This is an optimization exercise on Yosys and OpenROAD, whose aim is small area, a short achievable clock period and few clock cycles per item, not a production implementation. Only simulation tests tie the RTL to the original design; equivalence was not proved. Power is estimated from default activity; no workload was simulated.

`run.sh`:
```
#!/bin/bash
# synth_recipe.tcl (not shown) runs the flow's synth.tcl, then flattens the netlist and writes it again
# the make line also repeats each setting of config.mk as NAME=value (left out here)
make -C /OpenROAD-flow-scripts/flow DESIGN_CONFIG=/design/flow/config.mk WORK_HOME=/design/flow/orfs CLKGATE_MAP_FILE= SYNTH_SCRIPT=/design/flow/synth_recipe.tcl finish
```
`design.v`:
```
`timescale 1ns/1ps
package idct_pkg;
	localparam int BLOCK_DIM = 8;
	localparam int BLOCK_SIZE = 64;
	localparam int ADDR_WIDTH = 6;
	localparam int COEF_WIDTH = 16;
	localparam int T_WIDTH = 24;
	localparam int ACC_WIDTH = 32;
	localparam int ROW_SHIFT = 8;
	localparam int COL_SHIFT = 16;
	localparam logic [7:0] PIXEL_MAX = 8'd255;
	function automatic logic signed [COEF_WIDTH-1:0] dct_matrix(input logic [2:0] k, input logic [2:0] n);
		case ({k, n})
			6'd0: dct_matrix = 16'sd1448;
			6'd1: dct_matrix = 16'sd1448;
			6'd2: dct_matrix = 16'sd1448;
			6'd3: dct_matrix = 16'sd1448;
			6'd4: dct_matrix = 16'sd1448;
			6'd5: dct_matrix = 16'sd1448;
			6'd6: dct_matrix = 16'sd1448;
			6'd7: dct_matrix = 16'sd1448;
			6'd8: dct_matrix = 16'sd2009;
			6'd9: dct_matrix = 16'sd1703;
			6'd10: dct_matrix = 16'sd1138;
			6'd11: dct_matrix = 16'sd400;
			6'd12: dct_matrix = -16'sd400;
			6'd13: dct_matrix = -16'sd1138;
			6'd14: dct_matrix = -16'sd1703;
			6'd15: dct_matrix = -16'sd2009;
			6'd16: dct_matrix = 16'sd1892;
			6'd17: dct_matrix = 16'sd784;
			6'd18: dct_matrix = -16'sd784;
			6'd19: dct_matrix = -16'sd1892;
			6'd20: dct_matrix = -16'sd1892;
			6'd21: dct_matrix = -16'sd784;
			6'd22: dct_matrix = 16'sd784;
			6'd23: dct_matrix = 16'sd1892;
			6'd24: dct_matrix = 16'sd1703;
			6'd25: dct_matrix = -16'sd400;
			6'd26: dct_matrix = -16'sd2009;
			6'd27: dct_matrix = -16'sd1138;
			6'd28: dct_matrix = 16'sd1138;
			6'd29: dct_matrix = 16'sd2009;
			6'd30: dct_matrix = 16'sd400;
			6'd31: dct_matrix = -16'sd1703;
			6'd32: dct_matrix = 16'sd1448;
			6'd33: dct_matrix = -16'sd1448;
			6'd34: dct_matrix = -16'sd1448;
			6'd35: dct_matrix = 16'sd1448;
			6'd36: dct_matrix = 16'sd1448;
			6'd37: dct_matrix = -16'sd1448;
			6'd38: dct_matrix = -16'sd1448;
			6'd39: dct_matrix = 16'sd1448;
			6'd40: dct_matrix = 16'sd1138;
			6'd41: dct_matrix = -16'sd2009;
			6'd42: dct_matrix = 16'sd400;
			6'd43: dct_matrix = 16'sd1703;
			6'd44: dct_matrix = -16'sd1703;
			6'd45: dct_matrix = -16'sd400;
			6'd46: dct_matrix = 16'sd2009;
			6'd47: dct_matrix = -16'sd1138;
			6'd48: dct_matrix = 16'sd784;
			6'd49: dct_matrix = -16'sd1892;
			6'd50: dct_matrix = 16'sd1892;
			6'd51: dct_matrix = -16'sd784;
			6'd52: dct_matrix = -16'sd784;
			6'd53: dct_matrix = 16'sd1892;
			6'd54: dct_matrix = -16'sd1892;
			6'd55: dct_matrix = 16'sd784;
			6'd56: dct_matrix = 16'sd400;
			6'd57: dct_matrix = -16'sd1138;
			6'd58: dct_matrix = 16'sd1703;
			6'd59: dct_matrix = -16'sd2009;
			6'd60: dct_matrix = 16'sd2009;
			6'd61: dct_matrix = -16'sd1703;
			6'd62: dct_matrix = 16'sd1138;
			6'd63: dct_matrix = -16'sd400;
			default: dct_matrix = '0;
		endcase
	endfunction
	typedef enum logic [1:0] {
		PASS_IDLE,
		PASS_ROW,
		PASS_DRAIN,
		PASS_COL
	} pass_e;
	typedef struct packed {
		logic we;
		logic [ADDR_WIDTH-1:0] addr;
		logic signed [COEF_WIDTH-1:0] data;
	} coef_wr_t;
	typedef struct packed {
		logic [ADDR_WIDTH-1:0] addr;
	} ram_rd_t;
	typedef struct packed {
		logic valid;
		pass_e pass;
		logic first;
		logic last;
		logic [2:0] k;
		logic [ADDR_WIDTH-1:0] out_index;
	} mac_ctl_t;
	typedef struct packed {
		logic valid;
		logic [ADDR_WIDTH-1:0] index;
		logic [7:0] value;
	} pixel_t;
endpackage
`timescale 1ns/1ps
module idct_dual_port_ram #(
	parameter int WIDTH = 16
) (
	input logic Clock,
	input logic wr_en,
	input logic [idct_pkg::ADDR_WIDTH-1:0] wr_addr,
	input logic [WIDTH-1:0] wr_data,
	input idct_pkg::ram_rd_t rd,
	output logic [WIDTH-1:0] rd_data
);
	logic [WIDTH-1:0] mem [idct_pkg::BLOCK_SIZE];
	always_ff @(posedge Clock) begin
		if (wr_en) begin
			mem[wr_addr] <= wr_data;
		end
	end
	always_ff @(posedge Clock) begin
		rd_data <= mem[rd.addr];
	end
endmodule
`timescale 1ns/1ps
module idct_sequencer (
	input logic Clock,
	input logic Resetn,
	input logic start,
	input idct_pkg::coef_wr_t coef_wr,
	output logic coef_wr_en,
	output logic [idct_pkg::ADDR_WIDTH-1:0] coef_wr_addr,
	output idct_pkg::ram_rd_t coef_rd,
	output idct_pkg::ram_rd_t t_rd,
	output idct_pkg::mac_ctl_t mac_ctl,
	output logic busy,
	output logic done
);
	idct_pkg::pass_e state;
	logic [idct_pkg::ADDR_WIDTH-1:0] out_idx;
	logic [2:0] k;
	logic [1:0] drain_cnt;
	logic issue;
	logic step_end;
	logic block_end;
	idct_pkg::mac_ctl_t mac_ctl_d;
	assign issue = (state == idct_pkg::PASS_ROW) ||
		((state == idct_pkg::PASS_COL) && (drain_cnt == 2'd0));
	assign step_end = &k;
	assign block_end = step_end && (&out_idx);
	assign busy = (state != idct_pkg::PASS_IDLE);
	assign coef_wr_en = coef_wr.we && (state == idct_pkg::PASS_IDLE);
	assign coef_wr_addr = coef_wr.addr;
	assign coef_rd.addr = (state == idct_pkg::PASS_IDLE) ? ~coef_wr.addr : {out_idx[5:3], k};
	assign t_rd.addr = (state == idct_pkg::PASS_ROW) ? out_idx : {k, out_idx[2:0]};
	always_comb begin
		mac_ctl_d.valid = issue;
		mac_ctl_d.pass = state;
		mac_ctl_d.first = (k == 3'd0);
		mac_ctl_d.last = step_end;
		mac_ctl_d.k = k;
		mac_ctl_d.out_index = out_idx;
	end
	always_ff @(posedge Clock or negedge Resetn) begin
		if (!Resetn) begin
			state <= idct_pkg::PASS_IDLE;
			out_idx <= '0;
			k <= 3'd0;
			drain_cnt <= 2'd0;
			done <= 1'b0;
			mac_ctl <= '0;
		end else begin
			mac_ctl <= mac_ctl_d;  
			done <= 1'b0;
			if (issue) begin
				k <= k + 3'd1;
				if (step_end) begin
					out_idx <= out_idx + 1'b1;
				end
			end
			case (state)
				idct_pkg::PASS_IDLE: begin
					if (start) begin
						state <= idct_pkg::PASS_ROW;
					end
				end
				idct_pkg::PASS_ROW: begin
					if (block_end) begin
						state <= idct_pkg::PASS_DRAIN;
					end
				end
				idct_pkg::PASS_DRAIN: begin
					drain_cnt <= drain_cnt + 2'd1;
					if (drain_cnt == 2'd1) begin
						drain_cnt <= 2'd0;
						state <= idct_pkg::PASS_COL;
					end
				end
				idct_pkg::PASS_COL: begin
					if ((drain_cnt != 2'd0) || block_end) begin
						drain_cnt <= drain_cnt + 2'd1;
					end
					if (drain_cnt == 2'd2) begin  
						drain_cnt <= 2'd0;
						state <= idct_pkg::PASS_IDLE;
						done <= 1'b1;
					end
				end
				default: state <= idct_pkg::PASS_IDLE;
			endcase
		end
	end
endmodule
`timescale 1ns/1ps
module idct_mac (
	input logic Clock,
	input logic Resetn,
	input idct_pkg::mac_ctl_t mac_ctl,
	input logic signed [idct_pkg::COEF_WIDTH-1:0] coef_data,
	input logic signed [idct_pkg::T_WIDTH-1:0] t_data,
	output logic t_wr_en,
	output logic [idct_pkg::ADDR_WIDTH-1:0] t_wr_addr,
	output logic signed [idct_pkg::T_WIDTH-1:0] t_wr_data,
	output idct_pkg::pixel_t pixel
);
	logic row_pass;
	logic [2:0] cos_col;
	logic signed [idct_pkg::COEF_WIDTH-1:0] cos_val;
	logic signed [idct_pkg::ACC_WIDTH-1:0] operand;
	logic signed [idct_pkg::ACC_WIDTH-1:0] product;
	logic signed [idct_pkg::ACC_WIDTH-1:0] acc;
	logic signed [idct_pkg::ACC_WIDTH-1:0] acc_sum;
	logic signed [idct_pkg::ACC_WIDTH-1:0] row_scaled;
	logic signed [idct_pkg::ACC_WIDTH-1:0] col_scaled;
	logic [7:0] pixel_clip;
	logic pix_valid;
	logic [idct_pkg::ADDR_WIDTH-1:0] pix_index;
	logic [7:0] pix_value;
	assign row_pass = (mac_ctl.pass == idct_pkg::PASS_ROW);
	assign cos_col = row_pass ? mac_ctl.out_index[2:0] : mac_ctl.out_index[5:3];
	assign cos_val = idct_pkg::dct_matrix(mac_ctl.k, cos_col);
	assign operand = row_pass ?
		{{(idct_pkg::ACC_WIDTH-idct_pkg::COEF_WIDTH){coef_data[idct_pkg::COEF_WIDTH-1]}},
			coef_data} :
		{{(idct_pkg::ACC_WIDTH-idct_pkg::T_WIDTH){t_data[idct_pkg::T_WIDTH-1]}}, t_data};
	assign product = operand * cos_val;
	assign acc_sum = (mac_ctl.first ? '0 : acc) + product;  
	assign row_scaled = acc_sum >>> idct_pkg::ROW_SHIFT;
	assign col_scaled = acc_sum >>> idct_pkg::COL_SHIFT;
	always_comb begin
		if (acc_sum[idct_pkg::ACC_WIDTH-1]) begin
			pixel_clip = 8'd0;
		end else if (|acc_sum[idct_pkg::ACC_WIDTH-2:idct_pkg::T_WIDTH]) begin
			pixel_clip = idct_pkg::PIXEL_MAX;  
		end else begin
			pixel_clip = col_scaled[7:0];
		end
	end
	always_ff @(posedge Clock or negedge Resetn) begin
		if (!Resetn) begin
			t_wr_en <= 1'b0;
			pix_valid <= 1'b0;
		end else begin
			t_wr_en <= mac_ctl.valid && mac_ctl.last && row_pass;
			pix_valid <= mac_ctl.valid && mac_ctl.last && !row_pass;
		end
	end
	always_ff @(posedge Clock) begin
		if (mac_ctl.valid) begin
			acc <= acc_sum;
		end
		if (mac_ctl.valid && mac_ctl.last) begin
			t_wr_addr <= mac_ctl.out_index;
			t_wr_data <= row_scaled[idct_pkg::T_WIDTH-1:0];
			pix_index <= mac_ctl.out_index;
			pix_value <= pixel_clip;
		end
	end
	assign pixel = {pix_valid, pix_index, pix_value};
endmodule
`timescale 1ns/1ps
module idct_top (
	input logic Clock,
	input logic Resetn,
	input logic start,
	input logic coef_we,
	input logic [5:0] coef_addr,
	input logic [15:0] coef_data_in,
	output logic pixel_valid,
	output logic [5:0] pixel_index,
	output logic [7:0] pixel_value,
	output logic busy,
	output logic done
);
	idct_pkg::coef_wr_t coef_wr;
	idct_pkg::pixel_t pixel;
	logic coef_wr_en;
	logic [idct_pkg::ADDR_WIDTH-1:0] coef_wr_addr;
	idct_pkg::ram_rd_t coef_rd;
	idct_pkg::ram_rd_t t_rd;
	idct_pkg::mac_ctl_t mac_ctl;
	logic signed [idct_pkg::COEF_WIDTH-1:0] coef_data;
	logic signed [idct_pkg::T_WIDTH-1:0] t_data;
	logic t_wr_en;
	logic [idct_pkg::ADDR_WIDTH-1:0] t_wr_addr;
	logic signed [idct_pkg::T_WIDTH-1:0] t_wr_data;
	assign coef_wr = {coef_we, coef_addr, coef_data_in};
	assign pixel_valid = pixel.valid;
	assign pixel_index = pixel.index;
	assign pixel_value = pixel.value;
	idct_sequencer i_sequencer (
		.Clock(Clock),
		.Resetn(Resetn),
		.start(start),
		.coef_wr(coef_wr),
		.coef_wr_en(coef_wr_en),
		.coef_wr_addr(coef_wr_addr),
		.coef_rd(coef_rd),
		.t_rd(t_rd),
		.mac_ctl(mac_ctl),
		.busy(busy),
		.done(done)
	);
	idct_dual_port_ram #(.WIDTH(idct_pkg::COEF_WIDTH)) i_coef_ram (
		.Clock(Clock),
		.wr_en(coef_wr_en),
		.wr_addr(coef_wr_addr),
		.wr_data(coef_wr.data),
		.rd(coef_rd),
		.rd_data(coef_data)
	);
	idct_dual_port_ram #(.WIDTH(idct_pkg::T_WIDTH)) i_t_ram (
		.Clock(Clock),
		.wr_en(t_wr_en),
		.wr_addr(t_wr_addr),
		.wr_data(t_wr_data),
		.rd(t_rd),
		.rd_data(t_data)
	);
	idct_mac i_mac (
		.Clock(Clock),
		.Resetn(Resetn),
		.mac_ctl(mac_ctl),
		.coef_data(coef_data),
		.t_data(t_data),
		.t_wr_en(t_wr_en),
		.t_wr_addr(t_wr_addr),
		.t_wr_data(t_wr_data),
		.pixel(pixel)
	);
endmodule
```
`config.mk`:
```
export PLATFORM = sky130hd
export DESIGN_NAME = idct_top
export DESIGN_NICKNAME = idct_top
export VERILOG_FILES = /design/flow/design.v
export SDC_FILE = /design/flow/constraint.sdc
export NUM_CORES = 4
export LEC_CHECK = 0
export CAP_MARGIN = 20
export CORE_MARGIN = 2
export CORE_UTILIZATION = 40
export SLEW_MARGIN = 20
```
`constraint.sdc`:
```
create_clock -name core_clock -period 11.0 [get_ports {Clock}]
set_input_delay 2.2000 -clock core_clock [delete_from_list [all_inputs] [get_ports {Clock}]]
set_output_delay 2.2000 -clock core_clock [all_outputs]
set_load 0.01 [all_outputs]
```
==> results.sh <==
export IMPL_run_status="complete, no violations"
export IMPL_slew_viol_final=0
export IMPL_combinationalPowerShare_pct=0.4
export IMPL_drt_first_pass_iters=5
export IMPL_fin_worst_skew_ns=0.0913
export IMPL_rsz0062_at_grt="no"
export IMPL_pre_cts_slack_ns=0.722
export IMPL_finalSetupViolCount=0
export IMPL_syn_avg_cell_area_um2=19.2
export IMPL_layout_setup_ws_ns=0.724
export IMPL_portBuffers=42
export IMPL_synth_fa_ha_area_share_pct=6.87
export IMPL_cts_tree="done"
export IMPL_yosysSeqAreaShare_pct=69.4
export IMPL_antenna_found_initial=5
export IMPL_synth_mux_area_share_pct=15.2
export IMPL_grt_pass1_vias=59400
export IMPL_final_layout_size_suffix_gt1_share_pct=22.7
export IMPL_drt_iter0_drc=5963
export IMPL_postCtsHoldBufs=0
export IMPL_ir_drop_mv=0.158
export IMPL_power_frac_seq_pct=54.3
export IMPL_cpMostUsedCell="fa_1"
export IMPL_clockBufferDepth=4
export IMPL_power_uw=20600
export IMPL_initial_core_util_pct=40.2
export IMPL_cts_resized=0
export IMPL_grt_max_degree=133
export IMPL_critPathCaptureType="flop"
export IMPL_num_nets_final=6743
export IMPL_synth_fp_nets=6502
export IMPL_synth_main_ff_cell="edfxtp_1"
export IMPL_synth_xor_area_share_pct=0.442
export IMPL_synth_top_family_by_area="multiplexers"
export IMPL_cts_setup_buffers=0
export IMPL_drv_cap=0
export IMPL_max_freq_ghz=0.0973
export IMPL_layout_common_cells="edfxtp_1, mux4_2, inv_1"
export IMPL_crit_family="adder cells"
export IMPL_gp_congestion=0.858
export IMPL_die_h_um=543
export IMPL_gr_usage_all_layers_pct=19.4
export IMPL_finalSetupTns_ns=0
export IMPL_placed_area_um2=122000
export IMPL_critPathRequiredTime_ns=11.59
export IMPL_critPathKind="flop to flop"
export IMPL_vias=57600
export IMPL_ys_types=75
export IMPL_worst_pin_slew_ns=1.29
export IMPL_cp_slowest_cell="and2b_4"
export IMPL_core_area_um2=288000
export IMPL_fin_crit_ns=10.28
export IMPL_clk_pin_slew_worst_paths_ns=0.06
export IMPL_ys_top_cells_by_area="edfxtp_1, mux4_2, fa_1"
export IMPL_synth_edff_count=2630
export IMPL_rows=197
export IMPL_finalHoldViolations=0
export IMPL_die_x_um=543
export IMPL_synthSimpleGateAreaFrac_pct=3.36
export IMPL_design_area_um2=132000
export IMPL_net_switching_power_uw=4140
export IMPL_clkPwrFrac_pct=45.3
export IMPL_drtAntennaViolNets=0
export IMPL_synth_top_area_share_pct=68.0
export IMPL_synth_top_area_cell="edfxtp_1"
export IMPL_syn2layout_area_growth_pct=13.6
export IMPL_synth_compound_area_share_pct=2.40
export IMPL_multiInputGateArea_um2=33500
export IMPL_cts_buffers=288
export IMPL_slew_headroom_pct=13.3
export IMPL_ff_latch_area_um2=80500
export IMPL_ios=43
export IMPL_startpoint_type="flop"
export IMPL_internal_power_uw=16500
export IMPL_max_stage_delay_ns=0.56
export IMPL_route_final_wire_length_mm=286
export IMPL_synth_seq_cells=2700
export IMPL_synth_cell_area_um2=116000
export IMPL_htreeDepth=5
export IMPL_pwr_density_cell_nw_per_um2=156
export IMPL_drc=0
export IMPL_worstPathArrival_ns=10.87
export IMPL_nFillCells=24300
export IMPL_vias_per_cell=5.60
export IMPL_crit_buf_inv=6
export IMPL_detail_route_wl_per_cell_um=27.8
export IMPL_clock_sinks=2700
export IMPL_grt_pass1_wl_mm=415
export IMPL_layout_commonest_cell="edfxtp_1"
export IMPL_die_area_um2=294000
export IMPL_place_hpwl_mm=167
export IMPL_async_flop_share_pct=1.11
export IMPL_crit_fanout=30
export IMPL_min_path_type="flop to flop"
export IMPL_insertion_delay_ns=0.91
export IMPL_postSynthCellCount=6034
export IMPL_swShare_pct=20.1
export IMPL_ys_warn_count=4
export IMPL_leakagePower_uw=0.0437
export IMPL_holdWs_ns=0.467
export IMPL_clockRootBuffer="clkbuf_16"
export IMPL_overflow=0
export IMPL_fin_crit_sh_pct=93.4
## power groups by stage
stage          combinational [uW]  sequential [uW]  clock [uW]
6_report                     86.8            11200        9330
5_1_grt                      94.1            11200        9890
3_3_place_gp                 83.7            11400           0
3_5_place_dp                 89.2            11400           0
2_1_floorplan                5.27            11400           0
4_1_cts                      89.0            11200        9510
## state kept, by name (all words and copies together), names as in the netlist, 8 cells and up
register             cells
i_coef_ram.mem        1024
i_mac.acc               32
i_t_ram.rd_data         24
i_t_ram.mem           1536
i_sequencer.mac_ctl     14
i_mac.t_wr_data         24
i_mac.pix_value          8
i_coef_ram.rd_data      16
## cells by family (layout without fill, tap and decap cells)
group           Yosys count  after routing
buf+inv                 717           1180
simple gates            865            865
xor+xnor                 57             57
mux                     838            838
fa+ha+maj               442            442
other cells               0              5
flops                  2700           2700
compound gates          415            415
## layout make-up
class / count / area share, %
Inverter: 424 / 1.21
Tap cell: 3781 / 3.59
Antenna cell: 5 / 0.00949
Multi-Input combinational cell: 2617 / 25.4
Clock inverter: 157 / 1.11
Sequential cell: 2700 / 61.1
Clock buffer: 355 / 5.73
Timing Repair Buffer: 244 / 1.87
## metrics by stage
step,utilization [%],instances
2_1_floorplan,-,6034
3_3_place_gp,42.3,9740
3_5_place_dp,42.4,9748
4_1_cts,45.5,10300
5_1_grt,45.7,10300
6_report,45.7,10300
## cells in the mapped netlist, types with 3 or more instances
cell and count:
a22oi_1 3, or2_2 9, nand3b_1 11, buf_2 28
nor3_1 14, o22ai_1 4, nand2b_1 23, inv_1 422
dfrtp_1 30, a21oi_1 111, mux4_2 737, or3_1 4
xnor2_1 46, nand4b_1 3, and3_1 6, o21a_1 6
nor2b_1 109, and4_1 3, ha_1 116, a31oi_1 32
dfxtp_1 40, buf_1 53, o211ai_1 21, a2bb2oi_1 8
mux2_2 7, o21ai_1 5, nand2_1 289, a211oi_1 141
or3b_2 5, edfxtp_1 2630, a221oi_1 3, o21bai_1 5
a21o_1 19, and2_1 26, mux2i_1 93, nand3_1 26
fa_1 326, nor2_1 321, clkbuf_1 211, o21ai_0 31
nand4_1 5, xor2_1 10
## per-layer routing
| layer | GRT usage [%] | part of all wire, % | routed length [um] | up-vias |
|---|---|---|---|---|
| li1 | - | - | - | 24100 |
| met1 | 26.3 | 41 | 116000 | 31200 |
| met2 | 32.1 | 50 | 142000 | 1879 |
| met3 | 3.56 | 6.9 | 19800 | 368 |
| met4 | 5.48 | 2.7 | 7800 | 0 |
| met5 | 0 | 0 | 0 | - |
## path summary, 6_finish.rpt
kind                       slack, ns  cells after the start                 endpoint                    start
setup / recovery                0.72                     32       i_mac.pix_value[1]  i_sequencer.mac_ctl[12]
hold / removal                  0.47                      0  i_sequencer.mac_ctl[11]     i_sequencer.state[0]
setup reg to reg                0.72                     32       i_mac.pix_value[1]  i_sequencer.mac_ctl[12]
hold reg to reg                 0.47                      0  i_sequencer.mac_ctl[11]     i_sequencer.state[0]
max in group asynchronous       9.06                      1   i_sequencer.out_idx[1]                   Resetn
min in group asynchronous       1.37                      1   i_sequencer.mac_ctl[2]                   Resetn
Testbench counts, summed over its fixed seeds: cycles 104,936, blocks 96.

-- afterwards: timing with drivers on the ports --
No port has a modelled driver above. Below, the same layout with a new extraction and two added sets of constraints.
Step 1 assumes that a clkbuf_16 drives the clock port and a buf_2 every other input.
Step 2 moves the port delays by t, midway between the first and last clock arrival at a register: inputs arrive t later, outputs are due t later. That takes back most of the time a late clock gives input paths.
Three values: ideal, step 1, step 2; two values: the first two.
shift t [ns]: 0.958
setup slack, ns: 0.724 / 0.724 / 0.724
worst data-port slew with drivers (ns): 0.18
After both steps setup and hold are still met in this run. The setup slack of this run moves by 0.000 ns with the drivers and by 0.000 ns with both steps.
